What follows belongs to an exercise in optimizing a design on an open flow for small area, a short achievable clock period and few clock cycles per item; a production flow would make more cautious choices. Where RTL was checked, it was by simulation tests only, not by an equivalence proof against the original. No activity file was given, so power comes from the tool's default toggle rates.

==> flow/design.v (excerpt) <==
module barrier_basket_payoff (
  input  wire          clk_i,
  input  wire          rst_ni,
  input  wire          cfg_we_i,
  input  wire  [1:0]   cfg_idx_i,
  input  wire  [15:0]  cfg_data_i,
  input  wire          s_axis_tvalid,
  output logic         s_axis_tready,
  input  wire  [127:0] s_axis_tdata,
  input  wire          s_axis_tuser,
  input  wire          s_axis_tlast,
  output logic         m_axis_tvalid,
  input  wire          m_axis_tready,
  output logic [31:0]  m_axis_tdata,
  output logic         m_axis_tuser
);
==> flow/config.mk <==
export PLATFORM = sky130hd
export DESIGN_NAME = barrier_basket_payoff
export DESIGN_NICKNAME = barrier_basket_payoff
export VERILOG_FILES = /design/flow/design.v
export SDC_FILE = /design/flow/constraint.sdc
export NUM_CORES = 4
export LEC_CHECK = 0
export ABC_AREA = 1
export CAP_MARGIN = 20
export CORE_MARGIN = 2
export CORE_UTILIZATION = 55
export CTS_CLUSTER_DIAMETER = 60
export CTS_CLUSTER_SIZE = 30
export SETUP_SLACK_MARGIN = 5
export SLEW_MARGIN = 20
export TNS_END_PERCENT = 100
==> flow/constraint.sdc <==
create_clock -name core_clock -period 8.5 [get_ports {clk_i}]
set_input_delay 1.7000 -clock core_clock [delete_from_list [all_inputs] [get_ports {clk_i}]]
set_output_delay 1.7000 -clock core_clock [all_outputs]
set_load 0.01 [all_outputs]
standard.sh (not shown) runs the stock make flow with config.mk's settings and CLKGATE_MAP_FILE= SYNTH_SCRIPT=/design/flow/synth_recipe.tcl, a recipe that flattens the netlist after the stock synthesis.
==> flow/flow/run.sh <==
#!/bin/bash
set -euo pipefail
bash standard.sh "BUFFER_PORTS_ARGS=-buffer_cell sky130_fd_sc_hd__buf_2" \
  SETUP_SLACK_MARGIN=5.35 finish > std_flow.log 2>&1
Testbench counts at the start, summed over its fixed seeds: cycles 15,480, items 320.
Edit:
==> flow/flow/run.sh (replaced) <==
#!/bin/bash
set -euo pipefail
bash standard.sh "BUFFER_PORTS_ARGS=-buffer_cell sky130_fd_sc_hd__buf_2" \
  SETUP_SLACK_MARGIN=5.2 finish > std_flow.log 2>&1
--- a/flow/config.mk
+++ b/flow/config.mk
@@ -8 +7,0 @@
-export ABC_AREA = 1
The new run finished with timing, DRC and antenna clean. Clock-buffer cell count fell by 3. Total power drops by 1.8%. Cell area fell by about 3.3%. Final cell count came out lower by 17%. Core utilization is higher by 0.66 points.

========
v6:
barrier_basket_payoff, a different RTL version from the one above (not shown whole).
Size in the first run: ~6900 cells after synthesis, about 190 I/O pins, ~70000 µm² of cells after synthesis.
clock: 8.5 ns
lec_check: 0
abc_area: 1
cap_margin: 20
core_margin: 2
core_utilization: 55
cts_cluster_diameter: 60
cts_cluster_size: 30
setup_slack_margin: 5
slew_margin: 20
tns_end_percent: 100
==> flow/flow/run.sh <==
#!/bin/bash
set -euo pipefail
bash standard.sh "BUFFER_PORTS_ARGS=-buffer_cell sky130_fd_sc_hd__buf_2" \
  SETUP_SLACK_MARGIN=5.4 finish > std_flow.log 2>&1
Having completed the whole flow, v6 delivered a layout that passed the timing, DRC and antenna checks.
Testbench counts of v6, summed over its fixed seeds: cycles 15,480, items 320.
Modified inputs, v7 compared to v6
Settings: CTS_CLUSTER_SIZE changed from 30 to 40.
==> flow/flow/run.sh <==
#!/bin/bash
set -euo pipefail
bash standard.sh "BUFFER_PORTS_ARGS=-buffer_cell sky130_fd_sc_hd__buf_1" \
  SETUP_SLACK_MARGIN=5.35 finish > std_flow.log 2>&1
[summary]
From v6 to v7 the numbers moved as follows: setup slack has increased, sequential share of cell area has decreased.
[compare] base=v6 new=v7: number of DRC markers in iteration 0 rose 303, shortest clock period the worst path allows after layout fell 0.054 ns, highest clock frequency the design can meet rose about 1.7%, final non-filler cell area rose 0.49%, portion of the clock cycle consumed by the worst path in the final layout fell 0.64 points.

========
Another version of the RTL of barrier_basket_payoff (not shown whole).
Size: ~5500 cells after synthesis, ~1900 flip-flops, roughly 190 I/O pins, roughly 67000 sq um of cells after synthesis.
Design barrier_basket_payoff, start of the top module:
module barrier_basket_payoff (
  input  wire          clk_i,
  input  wire          rst_ni,
  input  wire          cfg_we_i,
  input  wire  [1:0]   cfg_idx_i,
  input  wire  [15:0]  cfg_data_i,
  input  wire          s_axis_tvalid,
  output logic         s_axis_tready,
  input  wire  [127:0] s_axis_tdata,
  input  wire          s_axis_tuser,
  input  wire          s_axis_tlast,
  output logic         m_axis_tvalid,
  input  wire          m_axis_tready,
  output logic [31:0]  m_axis_tdata,
  output logic         m_axis_tuser
);
make LEC_CHECK=0 CAP_MARGIN=20 CORE_MARGIN=2 CORE_UTILIZATION=55 SETUP_SLACK_MARGIN=5 SLEW_MARGIN=20 TNS_END_PERCENT=100 finish   # period 8.5 ns
run.sh (not shown) runs the stock make flow with config.mk's settings and CLKGATE_MAP_FILE= SYNTH_SCRIPT=/design/flow/synth_recipe.tcl, a recipe that flattens the netlist after the stock synthesis.
Stock flow here: none of the scripts above is used.
The baseline went through all stages and came out clean.
Then changed:
==> flow/flow/run.sh (new file) <==
#!/bin/bash
# Standard ORFS layout through the standard.sh (unchanged synthesis and
# SDC); only the cell used for the port buffers is chosen here.
set -euo pipefail
bash standard.sh "BUFFER_PORTS_ARGS=-buffer_cell sky130_fd_sc_hd__buf_2" finish > std_flow.log 2>&1
==> flow/standard.sh (new file) <==
#!/bin/bash
# synth_recipe.tcl (not shown) runs the flow's synth.tcl, then flattens the netlist and writes it again
# the make line also repeats each setting of config.mk as NAME=value (left out here)
make -C /OpenROAD-flow-scripts/flow DESIGN_CONFIG=/design/flow/config.mk WORK_HOME=/design/flow/orfs CLKGATE_MAP_FILE= SYNTH_SCRIPT=/design/flow/synth_recipe.tcl "${@:-finish}"
removed: flow/run.sh
Result: Final area goes down by 1.5%; clock power shrinks by about 1%; wire length shrinks by about 1.8%; clock skew rises by 19 ps; via count decreases by about 0.8%; utilization goes down by 0.98 points.
Then changed:
==> flow/flow/run.sh (replaced) <==
#!/bin/bash
set -euo pipefail
bash standard.sh "BUFFER_PORTS_ARGS=-buffer_cell sky130_fd_sc_hd__buf_2" \
  SETUP_SLACK_MARGIN=5.4 finish > std_flow.log 2>&1
Outcome:
- The new run finished clean
- critical path depth is higher by 1
- wire length came out higher by 5.9%
- via count rose by 2.7%
- area after synthesis is unchanged
- clock skew drops by 23 ps
- flip-flop and latch count stays the same
- worst setup slack improves by 51 ps
No functional check of the RTL was part of any run of this note.

========
Another version of the RTL of barrier_basket_payoff (not shown whole).
Size: ~5300 cells after synthesis, ~190 I/O pins, ~0.065 mm^2 of cells after synthesis.
clock: 8.5 ns
lec_check: 0
cap_margin: 20
core_margin: 2
core_utilization: 55
cts_cluster_diameter: 60
cts_cluster_size: 30
setup_slack_margin: 5
slew_margin: 20
tns_end_percent: 100
Stock flow here: none of the scripts above is used.
Edit:
Settings changed: CTS_CLUSTER_DIAMETER 60 to not set, CTS_CLUSTER_SIZE 30 to not set.
After rerunning:
- critical path depth does not change
- power is higher by a little under a tenth
- design area is higher by a few percent
Function was not checked in any run of this note: the RTL went through the layout flow alone.

========
## the baseline
Another version of the RTL of barrier_basket_payoff (not shown whole).
For scale: about 190 I/O pins, about 68,000 um2 of cells after synthesis.
Settings: LEC_CHECK=0, CAP_MARGIN=20, CORE_MARGIN=2, CORE_UTILIZATION=65, CTS_CLUSTER_DIAMETER=60, CTS_CLUSTER_SIZE=30, SETUP_SLACK_MARGIN=5, SLEW_MARGIN=20, TNS_END_PERCENT=100; clock period 8.5 ns.
standard.sh (not shown) runs the stock make flow with config.mk's settings and CLKGATE_MAP_FILE= SYNTH_SCRIPT=/design/flow/synth_recipe.tcl, a recipe that flattens the netlist after the stock synthesis.
==> flow/flow/run.sh <==
#!/bin/bash
set -euo pipefail
bash standard.sh "BUFFER_PORTS_ARGS=-buffer_cell sky130_fd_sc_hd__buf_2" \
  SETUP_SLACK_MARGIN=5.3 finish > std_flow.log 2>&1
Both conditions hold for the baseline: the flow ran to the end and the final layout passed the timing, DRC and antenna checks.
#### Input delta (the candidate over the baseline)
Settings: changing CORE_UTILIZATION from 65 to 55.
-- flow/flow/run.sh --
<<< the baseline, line 4
  SETUP_SLACK_MARGIN=5.3 finish > std_flow.log 2>&1
>>> the candidate, line 4
  SETUP_SLACK_MARGIN=5.2 finish > std_flow.log 2>&1
Results
Comparing the candidate against the baseline, there is no change at all in fraction of the mapped netlist area in compound gates. Sequential group share of total power for the candidate: 0.3 points down relative to the baseline. Re worst hold-check slack: the candidate is 0.0031 ns up on the baseline.
Function was not checked in any run of this note: the RTL went through the layout flow alone.

========
RTL: one of the versions met above, not the one the previous note started from.
For scale: about 7,000 cells after synthesis, about 1,900 flip-flops, roughly 190 I/O pins, ~0.070 sq mm of cells after synthesis.
==> flow/config.mk <==
export PLATFORM = sky130hd
export DESIGN_NAME = barrier_basket_payoff
export DESIGN_NICKNAME = barrier_basket_payoff
export VERILOG_FILES = /design/flow/design.v
export SDC_FILE = /design/flow/constraint.sdc
export NUM_CORES = 4
export LEC_CHECK = 0
export ABC_AREA = 1
export CAP_MARGIN = 20
export CORE_MARGIN = 2
export CORE_UTILIZATION = 55
export CTS_CLUSTER_DIAMETER = 60
export CTS_CLUSTER_SIZE = 30
export SETUP_SLACK_MARGIN = 5
export SLEW_MARGIN = 20
export TNS_END_PERCENT = 100
==> flow/constraint.sdc <==
create_clock -name core_clock -period 8.5 [get_ports {clk_i}]
set_input_delay 1.7000 -clock core_clock [delete_from_list [all_inputs] [get_ports {clk_i}]]
set_output_delay 1.7000 -clock core_clock [all_outputs]
set_load 0.01 [all_outputs]
==> flow/flow/run.sh <==
#!/bin/bash
set -euo pipefail
bash standard.sh "BUFFER_PORTS_ARGS=-buffer_cell sky130_fd_sc_hd__buf_2" \
  SETUP_SLACK_MARGIN=5.5 finish > std_flow.log 2>&1
Testbench counts at the start, summed over its fixed seeds: cycles 15,480, items 320.
Edit:
==> flow/flow/run.sh (replaced) <==
#!/bin/bash
set -euo pipefail
bash standard.sh "BUFFER_PORTS_ARGS=-buffer_cell sky130_fd_sc_hd__buf_2" \
  SETUP_SLACK_MARGIN=5.2 finish > std_flow.log 2>&1
The new run ran to the end with no violations.
Final cell count falls by about 0.8%.
Setup slack is worse by 12 ps.
Maximum frequency falls by 0.38%.

========
== main ==
Another version of the RTL of barrier_basket_payoff (not shown whole).
Size: about 190 I/O pins.
==> flow/config.mk <==
export PLATFORM = sky130hd
export DESIGN_NAME = barrier_basket_payoff
export DESIGN_NICKNAME = barrier_basket_payoff
export VERILOG_FILES = /design/flow/design.v
export SDC_FILE = /design/flow/constraint.sdc
export NUM_CORES = 4
export LEC_CHECK = 0
export ABC_CLOCK_PERIOD_IN_PS = 2800
export CAP_MARGIN = 20
export CORE_MARGIN = 2
export CORE_UTILIZATION = 55
export SETUP_SLACK_MARGIN = 5
export SLEW_MARGIN = 20
export TNS_END_PERCENT = 100
==> flow/constraint.sdc <==
create_clock -name core_clock -period 8.5 [get_ports {clk_i}]
set_input_delay 1.7000 -clock core_clock [delete_from_list [all_inputs] [get_ports {clk_i}]]
set_output_delay 1.7000 -clock core_clock [all_outputs]
set_load 0.01 [all_outputs]
==> flow/flow/run.sh <==
#!/bin/bash
set -euo pipefail
bash standard.sh SETUP_SLACK_MARGIN=5.6 finish > std_flow.log 2>&1
Testbench counts of main, summed over its fixed seeds: cycles 15,480, items 320.
What the feature branch does differently from main at the input level:
==> flow/run.sh (new file) <==
#!/bin/bash
# synth_recipe.tcl (not shown) runs the flow's synth.tcl, then flattens the netlist and writes it again
# the make line also repeats each setting of config.mk as NAME=value (left out here)
make -C /OpenROAD-flow-scripts/flow DESIGN_CONFIG=/design/flow/config.mk WORK_HOME=/design/flow/orfs CLKGATE_MAP_FILE= SYNTH_SCRIPT=/design/flow/synth_recipe.tcl finish
removed: flow/flow/run.sh
removed: flow/standard.sh
==> results.txt <==
Clock group share of total power came out higher on the feature branch than on main.
Worst hold slack for the feature branch is higher than for main.
Relative to main, switching part of the total power has gone down in the feature branch.
From main to the feature branch the numbers moved as follows: met3 usage decreased 0.48 points, ratio of total power to cell area increased about 2.7%, met2 layer usage reported by global route decreased 3.7 points.
Count of clock-net buffers in the final layout: the feature branch vs main up 3.6%
Delta (the feature branch minus main): total number of tap cells ~0 delta, design area dropped 7.2%, minimum period implied by the final worst setup slack decreased 0.029 ns, combinational group share of total power now smaller.

==> port drivers added, routing unchanged <==
The results above use ideal ports. As a check the final layouts listed here were re-extracted and re-timed, cells and wires unchanged. Step 1 sets driving cells, clkbuf_16 on the clock port and buf_2 on the other inputs (assumed; they add their load-dependent delay and slew). Step 2 times the ports against the registers' clock, not the clock port: input delays grow and output delays shrink by t, the midpoint of the rising clock arrivals with the driver on. Slacks: ideal / step 1 / step 2; pairs: ideal / step 1.
run	t (ns)	setup slack, ns	latest minus earliest clock arrival (ns)	worst slew at a driven data input, ns	cell pins on the clock port's net
the first run of note 1	0.833	5.270 / 5.186 / 4.863	0.087 / 0.088	0.06	1
the second run of note 1	0.822	5.118 / 5.118 / 4.737	0.077 / 0.077	0.10	1
v6	0.817	5.342 / 5.342 / 5.022	0.051 / 0.050	0.09	1
v7	0.842	5.396 / 5.379 / 4.844	0.064 / 0.064	0.07	1
the first run of note 3	0.869	4.989 / 4.975 / 4.402	0.038 / 0.038	0.14	1
the second run of note 3	0.849	5.003 / 4.977 / 4.766	0.063 / 0.064	0.12	1
the third run of note 3	0.880	5.055 / 4.992 / 4.789	0.036 / 0.036	0.14	1
the first run of note 4	0.789	4.640 / 4.640 / 4.402	0.079 / 0.080	0.06	1
the second run of note 4	0.841	4.690 / 4.690 / 4.388	0.037 / 0.037	0.07	1
the baseline	0.802	4.841 / 4.841 / 4.762	0.066 / 0.066	0.08	1
the candidate	0.826	4.928 / 4.928 / 4.755	0.084 / 0.083	0.11	1
the first run of note 6	0.830	5.279 / 5.198 / 4.948	0.088 / 0.088	0.06	1
the second run of note 6	0.835	5.267 / 5.185 / 4.909	0.078 / 0.079	0.14	1
main	0.845	5.082 / 5.082 / 4.766	0.080 / 0.081	0.19	1
the feature branch	0.847	5.110 / 5.034 / 4.374	0.061 / 0.061	0.10	1
After both steps setup and hold are still met in every run listed. For the feature branch, which loses most, drivers alone change the setup slack by -0.076 ns; drivers and shift together by -0.736 ns.
